Source: an optimization exercise on an open RTL-to-GDS flow (aim: a short achievable clock period and few clock cycles per item). Production flows keep margins and buffers that such runs may drop. Where RTL was checked, it was by simulation tests only, not by an equivalence proof against the original. Power and IR drop assume default switching activity.

==> inputs of job 5920 <==
// ex_stage
module ex_stage
(
    input  logic                CLK,
    input  logic                RST,
    input  logic                in_valid,
    output logic                in_ready,
    input  logic [3:0]          op,
    input  logic                word,
    input  logic [3:0]          br_kind,
    input  logic [63:0]         rs1,
    input  logic [63:0]         rs2,
    input  logic [63:0]         pc,
    input  logic [63:0]         imm,
    output logic                out_valid,
    input  logic                out_ready,
    output logic [63:0]         result,
    output logic                redirect,
    output logic [63:0]         redirect_pc,
    output logic                target_misaligned
);
    localparam int QD  = 3;            
    localparam int CAP = QD + 1;       
    localparam int CW  = 3;            
    localparam int BW  = 4;            
    localparam int NB  = 64 / BW;      
    logic          accept;
    logic          take;
    logic [CW-1:0] occ;
    logic [CW-1:0] occ_d;
    assign accept = in_valid && in_ready;
    assign take   = out_valid && out_ready;
    assign occ_d  = occ + CW'(accept) - CW'(take);
    always_ff @(posedge CLK)
    begin
        if (RST)
        begin
            occ      <= '0;
            in_ready <= 1'b0;
        end
        else
        begin
            occ      <= occ_d;
            in_ready <= (occ_d < CW'(CAP));
        end
    end
    logic d_add, d_sub, d_sll, d_srl, d_sra, d_and, d_or, d_xor, d_slt, d_sltu, d_pass;
    logic d_jump, d_jalr;
    assign d_add  = (op == 4'd1);
    assign d_sub  = (op == 4'd2);
    assign d_sll  = (op == 4'd3);
    assign d_srl  = (op == 4'd4);
    assign d_sra  = (op == 4'd5);
    assign d_and  = (op == 4'd6);
    assign d_or   = (op == 4'd7);
    assign d_xor  = (op == 4'd8);
    assign d_slt  = (op == 4'd9);
  ...
export LEC_CHECK = 0
export ABC_CLOCK_PERIOD_IN_PS = 1500
export CAP_MARGIN = 20
export CORE_MARGIN = 2
export CORE_UTILIZATION = 75
export CTS_CLUSTER_DIAMETER = 60
export CTS_CLUSTER_SIZE = 20
export PLACE_DENSITY = 0.8
export SETUP_SLACK_MARGIN = 5
export SLEW_MARGIN = 20
create_clock -name core_clock -period 7.5 [get_ports {CLK}]
run.sh (not shown) runs the stock make flow with config.mk's settings and CLKGATE_MAP_FILE= SYNTH_SCRIPT=/design/flow/synth_recipe.tcl, a recipe that flattens the netlist after the stock synthesis.
==> inputs of job 3508, as changes to job 5920 <==
--- a/flow/design.v
+++ b/flow/design.v
@@ -271,36 +271,53 @@
     output logic [63:0]         result,
     output logic                redirect,
     output logic [63:0]         redirect_pc,
     output logic                target_misaligned
 );
     localparam int QD  = 3;            
     localparam int CAP = QD + 1;       
     localparam int CW  = 3;            
-    localparam int BW  = 4;            
+    localparam int BW  = 8;            
     localparam int NB  = 64 / BW;      
     logic          accept;
     logic          take;
     logic [CW-1:0] occ;
     logic [CW-1:0] occ_d;
     assign accept = in_valid && in_ready;
     assign take   = out_valid && out_ready;
-    assign occ_d  = occ + CW'(accept) - CW'(take);
+    logic [CW-1:0] occ_up, occ_dn;
+    logic          rdy_same, rdy_up;
+    assign occ_up   = occ + CW'(1);
+    assign occ_dn   = occ - CW'(1);
+    assign rdy_same = (occ < CW'(CAP));
+    assign rdy_up   = (occ < CW'(CAP - 1));
+    always_comb
+    begin
+        if (accept && !take)
+            occ_d = occ_up;
+        else if (!accept && take)
+            occ_d = occ_dn;
+        else
+            occ_d = occ;
+    end
     always_ff @(posedge CLK)
     begin
         if (RST)
         begin
             occ      <= '0;
             in_ready <= 1'b0;
         end
         else
         begin
             occ      <= occ_d;
-            in_ready <= (occ_d < CW'(CAP));
+            if (take)
+                in_ready <= accept ? rdy_same : 1'b1;
+            else
+                in_ready <= accept ? rdy_up : rdy_same;
         end
     end
     logic d_add, d_sub, d_sll, d_srl, d_sra, d_and, d_or, d_xor, d_slt, d_sltu, d_pass;
     logic d_jump, d_jalr;
     assign d_add  = (op == 4'd1);
     assign d_sub  = (op == 4'd2);
     assign d_sll  = (op == 4'd3);
     assign d_srl  = (op == 4'd4);
@@ -320,61 +337,63 @@
     blk_add #(.BW(BW), .NB(NB), .CIN(1'b0)) u_add (.a(rs1), .b(rs2),  .s0(add_s0_a), .s1(add_s1_a), .c0(add_c0_a), .c1(add_c1_a));
     blk_add #(.BW(BW), .NB(NB), .CIN(1'b1)) u_sub (.a(rs1), .b(~rs2), .s0(sub_s0_a), .s1(sub_s1_a), .c0(sub_c0_a), .c1(sub_c1_a));
     blk_add #(.BW(BW), .NB(NB), .CIN(1'b0)) u_tp  (.a(pc),  .b(imm),  .s0(tp_s0_a),  .s1(tp_s1_a),  .c0(tp_c0_a),  .c1(tp_c1_a));
     blk_add #(.BW(BW), .NB(NB), .CIN(1'b0)) u_tr  (.a(rs1), .b(imm),  .s0(tr_s0_a),  .s1(tr_s1_a),  .c0(tr_c0_a),  .c1(tr_c1_a));
     logic [63:0] lk_s0_a, lk_s1_a;
     logic [3:0]  lk_c0_a, lk_c1_a;
     blk_add #(.BW(16), .NB(4), .CIN(1'b0)) u_lk (.a(pc), .b(64'd4), .s0(lk_s0_a), .s1(lk_s1_a), .c0(lk_c0_a), .c1(lk_c1_a));
     logic [63:0] other_a;
-    assign other_a = ({64{d_and  && !d_jump}} & (rs1 & rs2))
-                   | ({64{d_or   && !d_jump}} & (rs1 | rs2))
-                   | ({64{d_xor  && !d_jump}} & (rs1 ^ rs2))
-                   | ({64{d_pass && !d_jump}} & rs2);
+    assign other_a = ({64{d_and}}  & (rs1 & rs2))
+                   | ({64{d_or}}   & (rs1 | rs2))
+                   | ({64{d_xor}}  & (rs1 ^ rs2))
+                   | ({64{d_pass}} & rs2);
     logic        fill_a;
     logic [63:0] shx_a;
     logic [63:0] shf_a;
     logic [2:0]  shc_a;
     assign fill_a = d_sra && (word ? rs1[31] : rs1[63]);
     assign shc_a  = {rs2[5] && !word, rs2[4:3]};
     always_comb
     begin
         if (d_sll)
         begin
             for (int i = 0; i < 64; i++)
                 shx_a[i] = rs1[63-i];
         end
         else if (word)
-            shx_a = {{32{fill_a}}, rs1[31:0]};
+            shx_a = {32'd0, rs1[31:0]};
         else
             shx_a = rs1;
     end
     always_comb
     begin
         shf_a = shx_a;
-        if (rs2[0]) shf_a = {{1{fill_a}}, shf_a[63:1]};
-        if (rs2[1]) shf_a = {{2{fill_a}}, shf_a[63:2]};
-        if (rs2[2]) shf_a = {{4{fill_a}}, shf_a[63:4]};
+        if (rs2[0]) shf_a = {1'd0, shf_a[63:1]};
+        if (rs2[1]) shf_a = {2'd0, shf_a[63:2]};
+        if (rs2[2]) shf_a = {4'd0, shf_a[63:4]};
     end
     logic          v2;
     logic [63:0]   add_s02, sub_s02, tp_s02, tr_s02;
     logic [63:BW]  add_s12, sub_s12, tp_s12, tr_s12;
     logic [NB-1:0] add_c02, sub_c02, tp_c02, tr_c02;
     logic [NB-1:1] add_c12, sub_c12, tp_c12, tr_c12;
     logic [3:0]    eq2;
     logic          sgn_a2, sgn_b2;
     logic [63:0]   other2;
     logic [63:0]   lk_s02;
     logic [63:16]  lk_s12;
     logic [3:0]    lk_c02;
     logic [3:1]    lk_c12;
     logic [63:0]   shf2;
-    logic [7:0]    shc2;                 
-    logic          fill2;
-    logic          s_add2, s_sub2, s_shr2, s_shl2, s_slt2, s_sltu2, wsx2;
+    logic [7:0]    shr2, shl2;           
+    logic          fill2;                
+    logic [5:0]    sham2;
+    logic          wd2;
+    logic          s_add2, s_sub2, s_oth2, s_slt2, s_sltu2, wsx2;
     logic          jump2, jalr2;
     logic [5:0]    cond2;                
     always_ff @(posedge CLK)
     begin
         if (RST)
             v2 <= 1'b0;
         else
             v2 <= accept;
@@ -403,34 +422,38 @@
         sgn_b2  <= rs2[63];
         other2 <= other_a;
         lk_s02 <= lk_s0_a;
         lk_s12 <= lk_s1_a[63:16];
         lk_c02 <= lk_c0_a;
         lk_c12 <= lk_c1_a[3:1];
         shf2   <= shf_a;
         for (int k = 0; k < 8; k++)
-            shc2[k] <= (shc_a == 3'(k));
-        fill2  <= fill_a;
+        begin
+            shr2[k] <= (shc_a == 3'(k)) && (d_srl || d_sra) && !d_jump;
+            shl2[k] <= (shc_a == 3'(k)) && d_sll && !d_jump;
+        end
+        fill2  <= fill_a && !d_jump;
+        sham2  <= {rs2[5] && !word, rs2[4:0]};
+        wd2    <= word;
         s_add2  <= d_add && !d_jump;
         s_sub2  <= d_sub && !d_jump;
-        s_shr2  <= (d_srl || d_sra) && !d_jump;
-        s_shl2  <= d_sll && !d_jump;
+        s_oth2  <= !d_jump;
         s_slt2  <= d_slt && !d_jump;
         s_sltu2 <= d_sltu && !d_jump;
         wsx2    <= word && (d_add || d_sub || d_sll || d_srl || d_sra) && !d_jump;
         jump2   <= d_jump;
         jalr2   <= d_jalr;
         cond2   <= {br_kind == 4'd8, br_kind == 4'd7, br_kind == 4'd6,
                     br_kind == 4'd5, br_kind == 4'd4, br_kind == 4'd3};
     end
     logic [63:0]   add_b, sub_b, tp_b, tr_b;
     logic [NB-1:0] add_ci_b, sub_ci_b, tp_ci_b, tr_ci_b;
     logic          sub_co_b;
-    logic [63:0]   tgt_b, shy_b, pre_b;
+    logic [63:0]   tgt_b;
     logic          ltu_b, lt_b, eq_b, taken_b, mis_b;
     blk_carry #(.NB(NB)) u_add_c (.c0(add_c02), .c1({add_c12, 1'b0}), .cin(add_ci_b), .cout());
     blk_carry #(.NB(NB)) u_sub_c (.c0(sub_c02), .c1({sub_c12, 1'b0}), .cin(sub_ci_b), .cout(sub_co_b));
     blk_carry #(.NB(NB)) u_tp_c  (.c0(tp_c02),  .c1({tp_c12, 1'b0}),  .cin(tp_ci_b),  .cout());
     blk_carry #(.NB(NB)) u_tr_c  (.c0(tr_c02),  .c1({tr_c12, 1'b0}),  .cin(tr_ci_b),  .cout());
     blk_sel #(.BW(BW), .NB(NB)) u_add_s (.s0(add_s02), .s1({add_s12, BW'(0)}), .cin(add_ci_b), .s(add_b));
     blk_sel #(.BW(BW), .NB(NB)) u_sub_s (.s0(sub_s02), .s1({sub_s12, BW'(0)}), .cin(sub_ci_b), .s(sub_b));
     blk_sel #(.BW(BW), .NB(NB)) u_tp_s  (.s0(tp_s02),  .s1({tp_s12, BW'(0)}),  .cin(tp_ci_b),  .s(tp_b));
@@ -446,65 +469,68 @@
     assign taken_b = jump2
                   || (cond2[0] &&  eq_b)
                   || (cond2[1] && !eq_b)
                   || (cond2[2] &&  lt_b)
                   || (cond2[3] && !lt_b)
                   || (cond2[4] &&  ltu_b)
                   || (cond2[5] && !ltu_b);
     assign mis_b = taken_b && (tgt_b[1:0] != 2'b00);
+    function automatic logic shx(input logic [63:0] v, input logic f, input int j);
+        shx = (j < 64) ? v[j % 64] : f;
+    endfunction
+    logic [63:0] pa_b, pb_b;
     always_comb
     begin
         for (int i = 0; i < 64; i++)
         begin
-            shy_b[i] = 1'b0;
+            pa_b[i] = (s_add2 & add_b[i])
+                    | (s_sub2 & sub_b[i])
+                    | (jump2  & lk_b[i]);
+            pb_b[i] = s_oth2 & other2[i];
             for (int k = 0; k < 8; k++)
-                shy_b[i] = shy_b[i] | (shc2[k] & ((i + 8*k < 64) ? shf2[(i + 8*k) % 64] : fill2));
+                pb_b[i] = pb_b[i]
+                        | (shr2[k] & shx(shf2, 1'b0, i + 8*k))
+                        | (shl2[k] & shx(shf2, 1'b0, 63 - i + 8*k));
+            pb_b[i] = pb_b[i] | (fill2 & ((7'(i) + 7'(sham2)) >= (wd2 ? 7'd32 : 7'd64)));
         end
-    end
-    always_comb
-    begin
-        for (int i = 0; i < 64; i++)
-            pre_b[i] = (s_add2 & add_b[i])
-                     | (s_sub2 & sub_b[i])
-                     | (s_shr2 & shy_b[i])
-                     | (s_shl2 & shy_b[63-i])
-                     | (jump2 & lk_b[i])
-                     | other2[i];
-        pre_b[0] = pre_b[0] | (s_slt2 & lt_b) | (s_sltu2 & ltu_b);
+        pa_b[0] = pa_b[0] | (s_slt2 & lt_b) | (s_sltu2 & ltu_b);
     end
     logic        v3;
-    logic [63:0] pre3, tgt3;
+    logic [63:0] pa3, pb3, tgt3;
     logic        wsx3, red3, mis3;
     always_ff @(posedge CLK)
     begin
         if (RST)
             v3 <= 1'b0;
         else
             v3 <= v2;
     end
     always_ff @(posedge CLK)
     begin
-        pre3 <= pre_b;
+        pa3  <= pa_b;
+        pb3  <= pb_b;
         tgt3 <= tgt_b;
         wsx3 <= wsx2;
         red3 <= taken_b && !mis_b;
         mis3 <= mis_b;
     end
     localparam int EW = 130;
     logic [63:0]   res_c;
     logic [EW-1:0] ent_c;
     logic [EW-1:0] q [QD];
     logic [QD-1:0] wptr, rptr;            
     logic          qempty;
     logic [EW-1:0] qhead;
     logic [EW-1:0] outr;
     logic          ld;
     logic          bypass, push, pop, hold;
-    assign res_c = wsx3 ? {{32{pre3[31]}}, pre3[31:0]} : pre3;
+    logic [63:0]   pre_c;
+    assign pre_c = pa3 | pb3;
+    assign res_c = wsx3 ? {{32{pre_c[31]}}, pre_c[31:0]} : pre_c;
     assign ent_c = {res_c, tgt3, red3, mis3};
     always_comb
     begin
         qhead = '0;
         for (int i = 0; i < QD; i++)
             qhead = qhead | ({EW{rptr[i]}} & q[i]);
     end
     assign ld     = !out_valid || out_ready;
- CORE_UTILIZATION: 75 -> 65
- CTS_CLUSTER_DIAMETER: 60 -> 80
- CTS_CLUSTER_SIZE: 20 -> 25
- PLACE_DENSITY: 0.8 -> not set
==> inputs of job 910, as changes to job 5920 <==
--- a/flow/design.v
+++ b/flow/design.v
@@ -271,36 +271,53 @@
     output logic [63:0]         result,
     output logic                redirect,
     output logic [63:0]         redirect_pc,
     output logic                target_misaligned
 );
     localparam int QD  = 3;            
     localparam int CAP = QD + 1;       
     localparam int CW  = 3;            
-    localparam int BW  = 4;            
+    localparam int BW  = 8;            
     localparam int NB  = 64 / BW;      
     logic          accept;
     logic          take;
     logic [CW-1:0] occ;
     logic [CW-1:0] occ_d;
     assign accept = in_valid && in_ready;
     assign take   = out_valid && out_ready;
-    assign occ_d  = occ + CW'(accept) - CW'(take);
+    logic [CW-1:0] occ_up, occ_dn;
+    logic          rdy_same, rdy_up;
+    assign occ_up   = occ + CW'(1);
+    assign occ_dn   = occ - CW'(1);
+    assign rdy_same = (occ < CW'(CAP));
+    assign rdy_up   = (occ < CW'(CAP - 1));
+    always_comb
+    begin
+        if (accept && !take)
+            occ_d = occ_up;
+        else if (!accept && take)
+            occ_d = occ_dn;
+        else
+            occ_d = occ;
+    end
     always_ff @(posedge CLK)
     begin
         if (RST)
         begin
             occ      <= '0;
             in_ready <= 1'b0;
         end
         else
         begin
             occ      <= occ_d;
-            in_ready <= (occ_d < CW'(CAP));
+            if (take)
+                in_ready <= accept ? rdy_same : 1'b1;
+            else
+                in_ready <= accept ? rdy_up : rdy_same;
         end
     end
     logic d_add, d_sub, d_sll, d_srl, d_sra, d_and, d_or, d_xor, d_slt, d_sltu, d_pass;
     logic d_jump, d_jalr;
     assign d_add  = (op == 4'd1);
     assign d_sub  = (op == 4'd2);
     assign d_sll  = (op == 4'd3);
     assign d_srl  = (op == 4'd4);
@@ -320,20 +337,20 @@
     blk_add #(.BW(BW), .NB(NB), .CIN(1'b0)) u_add (.a(rs1), .b(rs2),  .s0(add_s0_a), .s1(add_s1_a), .c0(add_c0_a), .c1(add_c1_a));
     blk_add #(.BW(BW), .NB(NB), .CIN(1'b1)) u_sub (.a(rs1), .b(~rs2), .s0(sub_s0_a), .s1(sub_s1_a), .c0(sub_c0_a), .c1(sub_c1_a));
     blk_add #(.BW(BW), .NB(NB), .CIN(1'b0)) u_tp  (.a(pc),  .b(imm),  .s0(tp_s0_a),  .s1(tp_s1_a),  .c0(tp_c0_a),  .c1(tp_c1_a));
     blk_add #(.BW(BW), .NB(NB), .CIN(1'b0)) u_tr  (.a(rs1), .b(imm),  .s0(tr_s0_a),  .s1(tr_s1_a),  .c0(tr_c0_a),  .c1(tr_c1_a));
     logic [63:0] lk_s0_a, lk_s1_a;
     logic [3:0]  lk_c0_a, lk_c1_a;
     blk_add #(.BW(16), .NB(4), .CIN(1'b0)) u_lk (.a(pc), .b(64'd4), .s0(lk_s0_a), .s1(lk_s1_a), .c0(lk_c0_a), .c1(lk_c1_a));
     logic [63:0] other_a;
-    assign other_a = ({64{d_and  && !d_jump}} & (rs1 & rs2))
-                   | ({64{d_or   && !d_jump}} & (rs1 | rs2))
-                   | ({64{d_xor  && !d_jump}} & (rs1 ^ rs2))
-                   | ({64{d_pass && !d_jump}} & rs2);
+    assign other_a = ({64{d_and}}  & (rs1 & rs2))
+                   | ({64{d_or}}   & (rs1 | rs2))
+                   | ({64{d_xor}}  & (rs1 ^ rs2))
+                   | ({64{d_pass}} & rs2);
     logic        fill_a;
     logic [63:0] shx_a;
     logic [63:0] shf_a;
     logic [2:0]  shc_a;
     assign fill_a = d_sra && (word ? rs1[31] : rs1[63]);
     assign shc_a  = {rs2[5] && !word, rs2[4:3]};
     always_comb
     begin
@@ -362,19 +379,19 @@
     logic [3:0]    eq2;
     logic          sgn_a2, sgn_b2;
     logic [63:0]   other2;
     logic [63:0]   lk_s02;
     logic [63:16]  lk_s12;
     logic [3:0]    lk_c02;
     logic [3:1]    lk_c12;
     logic [63:0]   shf2;
-    logic [7:0]    shc2;                 
+    logic [7:0]    shr2, shl2;           
     logic          fill2;
-    logic          s_add2, s_sub2, s_shr2, s_shl2, s_slt2, s_sltu2, wsx2;
+    logic          s_add2, s_sub2, s_oth2, s_slt2, s_sltu2, wsx2;
     logic          jump2, jalr2;
     logic [5:0]    cond2;                
     always_ff @(posedge CLK)
     begin
         if (RST)
             v2 <= 1'b0;
         else
             v2 <= accept;
@@ -403,34 +420,36 @@
         sgn_b2  <= rs2[63];
         other2 <= other_a;
         lk_s02 <= lk_s0_a;
         lk_s12 <= lk_s1_a[63:16];
         lk_c02 <= lk_c0_a;
         lk_c12 <= lk_c1_a[3:1];
         shf2   <= shf_a;
         for (int k = 0; k < 8; k++)
-            shc2[k] <= (shc_a == 3'(k));
+        begin
+            shr2[k] <= (shc_a == 3'(k)) && (d_srl || d_sra) && !d_jump;
+            shl2[k] <= (shc_a == 3'(k)) && d_sll && !d_jump;
+        end
         fill2  <= fill_a;
         s_add2  <= d_add && !d_jump;
         s_sub2  <= d_sub && !d_jump;
-        s_shr2  <= (d_srl || d_sra) && !d_jump;
-        s_shl2  <= d_sll && !d_jump;
+        s_oth2  <= !d_jump;
         s_slt2  <= d_slt && !d_jump;
         s_sltu2 <= d_sltu && !d_jump;
         wsx2    <= word && (d_add || d_sub || d_sll || d_srl || d_sra) && !d_jump;
         jump2   <= d_jump;
         jalr2   <= d_jalr;
         cond2   <= {br_kind == 4'd8, br_kind == 4'd7, br_kind == 4'd6,
                     br_kind == 4'd5, br_kind == 4'd4, br_kind == 4'd3};
     end
     logic [63:0]   add_b, sub_b, tp_b, tr_b;
     logic [NB-1:0] add_ci_b, sub_ci_b, tp_ci_b, tr_ci_b;
     logic          sub_co_b;
-    logic [63:0]   tgt_b, shy_b, pre_b;
+    logic [63:0]   tgt_b;
     logic          ltu_b, lt_b, eq_b, taken_b, mis_b;
     blk_carry #(.NB(NB)) u_add_c (.c0(add_c02), .c1({add_c12, 1'b0}), .cin(add_ci_b), .cout());
     blk_carry #(.NB(NB)) u_sub_c (.c0(sub_c02), .c1({sub_c12, 1'b0}), .cin(sub_ci_b), .cout(sub_co_b));
     blk_carry #(.NB(NB)) u_tp_c  (.c0(tp_c02),  .c1({tp_c12, 1'b0}),  .cin(tp_ci_b),  .cout());
     blk_carry #(.NB(NB)) u_tr_c  (.c0(tr_c02),  .c1({tr_c12, 1'b0}),  .cin(tr_ci_b),  .cout());
     blk_sel #(.BW(BW), .NB(NB)) u_add_s (.s0(add_s02), .s1({add_s12, BW'(0)}), .cin(add_ci_b), .s(add_b));
     blk_sel #(.BW(BW), .NB(NB)) u_sub_s (.s0(sub_s02), .s1({sub_s12, BW'(0)}), .cin(sub_ci_b), .s(sub_b));
     blk_sel #(.BW(BW), .NB(NB)) u_tp_s  (.s0(tp_s02),  .s1({tp_s12, BW'(0)}),  .cin(tp_ci_b),  .s(tp_b));
@@ -446,65 +465,67 @@
     assign taken_b = jump2
                   || (cond2[0] &&  eq_b)
                   || (cond2[1] && !eq_b)
                   || (cond2[2] &&  lt_b)
                   || (cond2[3] && !lt_b)
                   || (cond2[4] &&  ltu_b)
                   || (cond2[5] && !ltu_b);
     assign mis_b = taken_b && (tgt_b[1:0] != 2'b00);
+    function automatic logic shx(input logic [63:0] v, input logic f, input int j);
+        shx = (j < 64) ? v[j % 64] : f;
+    endfunction
+    logic [63:0] pa_b, pb_b;
     always_comb
     begin
         for (int i = 0; i < 64; i++)
         begin
-            shy_b[i] = 1'b0;
+            pa_b[i] = (s_add2 & add_b[i])
+                    | (s_sub2 & sub_b[i])
+                    | (jump2  & lk_b[i]);
+            pb_b[i] = s_oth2 & other2[i];
             for (int k = 0; k < 8; k++)
-                shy_b[i] = shy_b[i] | (shc2[k] & ((i + 8*k < 64) ? shf2[(i + 8*k) % 64] : fill2));
+                pb_b[i] = pb_b[i]
+                        | (shr2[k] & shx(shf2, fill2, i + 8*k))
+                        | (shl2[k] & shx(shf2, fill2, 63 - i + 8*k));
         end
-    end
-    always_comb
-    begin
-        for (int i = 0; i < 64; i++)
-            pre_b[i] = (s_add2 & add_b[i])
-                     | (s_sub2 & sub_b[i])
-                     | (s_shr2 & shy_b[i])
-                     | (s_shl2 & shy_b[63-i])
-                     | (jump2 & lk_b[i])
-                     | other2[i];
-        pre_b[0] = pre_b[0] | (s_slt2 & lt_b) | (s_sltu2 & ltu_b);
+        pa_b[0] = pa_b[0] | (s_slt2 & lt_b) | (s_sltu2 & ltu_b);
     end
     logic        v3;
-    logic [63:0] pre3, tgt3;
+    logic [63:0] pa3, pb3, tgt3;
     logic        wsx3, red3, mis3;
     always_ff @(posedge CLK)
     begin
         if (RST)
             v3 <= 1'b0;
         else
             v3 <= v2;
     end
     always_ff @(posedge CLK)
     begin
-        pre3 <= pre_b;
+        pa3  <= pa_b;
+        pb3  <= pb_b;
         tgt3 <= tgt_b;
         wsx3 <= wsx2;
         red3 <= taken_b && !mis_b;
         mis3 <= mis_b;
     end
     localparam int EW = 130;
     logic [63:0]   res_c;
     logic [EW-1:0] ent_c;
     logic [EW-1:0] q [QD];
     logic [QD-1:0] wptr, rptr;            
     logic          qempty;
     logic [EW-1:0] qhead;
     logic [EW-1:0] outr;
     logic          ld;
     logic          bypass, push, pop, hold;
-    assign res_c = wsx3 ? {{32{pre3[31]}}, pre3[31:0]} : pre3;
+    logic [63:0]   pre_c;
+    assign pre_c = pa3 | pb3;
+    assign res_c = wsx3 ? {{32{pre_c[31]}}, pre_c[31:0]} : pre_c;
     assign ent_c = {res_c, tgt3, red3, mis3};
     always_comb
     begin
         qhead = '0;
         for (int i = 0; i < QD; i++)
             qhead = qhead | ({EW{rptr[i]}} & q[i]);
     end
     assign ld     = !out_valid || out_ready;
- CORE_UTILIZATION: 75 -> 65
- CTS_CLUSTER_DIAMETER: 60 -> 80
- CTS_CLUSTER_SIZE: 20 -> 25
- PLACE_DENSITY: 0.8 -> not set
==> summary.txt <==
quantity	job 5920	job 3508	job 910
Result of the run	stopped before the end	complete, no violations	complete, no violations
Last stage reached	global routing	-	-
FF+latch count	-	1535	1528
HPWL reported at the end of detailed placement	150 mm	170 mm	161 mm
Sw Pwr	-	6710 uW	6450 uW
Final instance area	-	0.0884 sq mm	0.0851 sq mm
Cells after DPL	7304	8500	7771
Sum of buffers and inverters on the critical path	-	5	7
Number of cells on the worst reg-to-reg path	-	8	7
XOR/XNOR Fraction of Synth Area	4.89%	5.82%	5.71%
Final count of hold timing violations	-	0	0
Top routing layer in use	-	met5	met5
Multi-input logic portion of the cell area	-	43.7%	42.3%
Later-pin clock latency in the skew report	-	0.72 ns	0.71 ns
Number of clock buffers in the layout	-	109	107
Pre-antenna DRT Iters	-	15	12
Power Density	-	238 mW/mm^2	244 mW/mm^2
Total met2 wirelength after detailed routing	-	110 mm	104 mm
Number of cells on the critical path	-	11	13
Testbench counts of job 3508, summed over its fixed seeds: cycles 32,024, items 32,000.
Testbench counts of job 910, summed over its fixed seeds: cycles 32,024, items 32,000.
No functional check of the RTL was part of job 5920.

-- re-timing with driven ports --
The flow's constraints put no driver on any port. The routed layouts listed below were extracted and timed again, unchanged, in two steps. Step 1, drivers: a clkbuf_16 drives CLK and a buf_2 each remaining input, both assumed. Step 2 also shifts input and output timing later by t, the mid clock arrival at the registers, as if the neighbouring blocks saw the same clock. a / b / c = ideal ports / drivers / drivers and shift; a / b = the first two.
run | t, ns | slack for setup (ns) | worst data-port slew with drivers (ns) | cell pins on the clock port's net
job 3508 | 0.780 | 4.599 / 4.634 / 3.854 | 0.15 | 1
job 910 | 0.770 | 4.733 / 4.742 / 3.993 | 0.14 | 1
After both steps every run listed still meets setup and hold. For job 3508, which loses most, drivers alone change the setup slack by +0.035 ns; drivers and shift together by -0.745 ns.
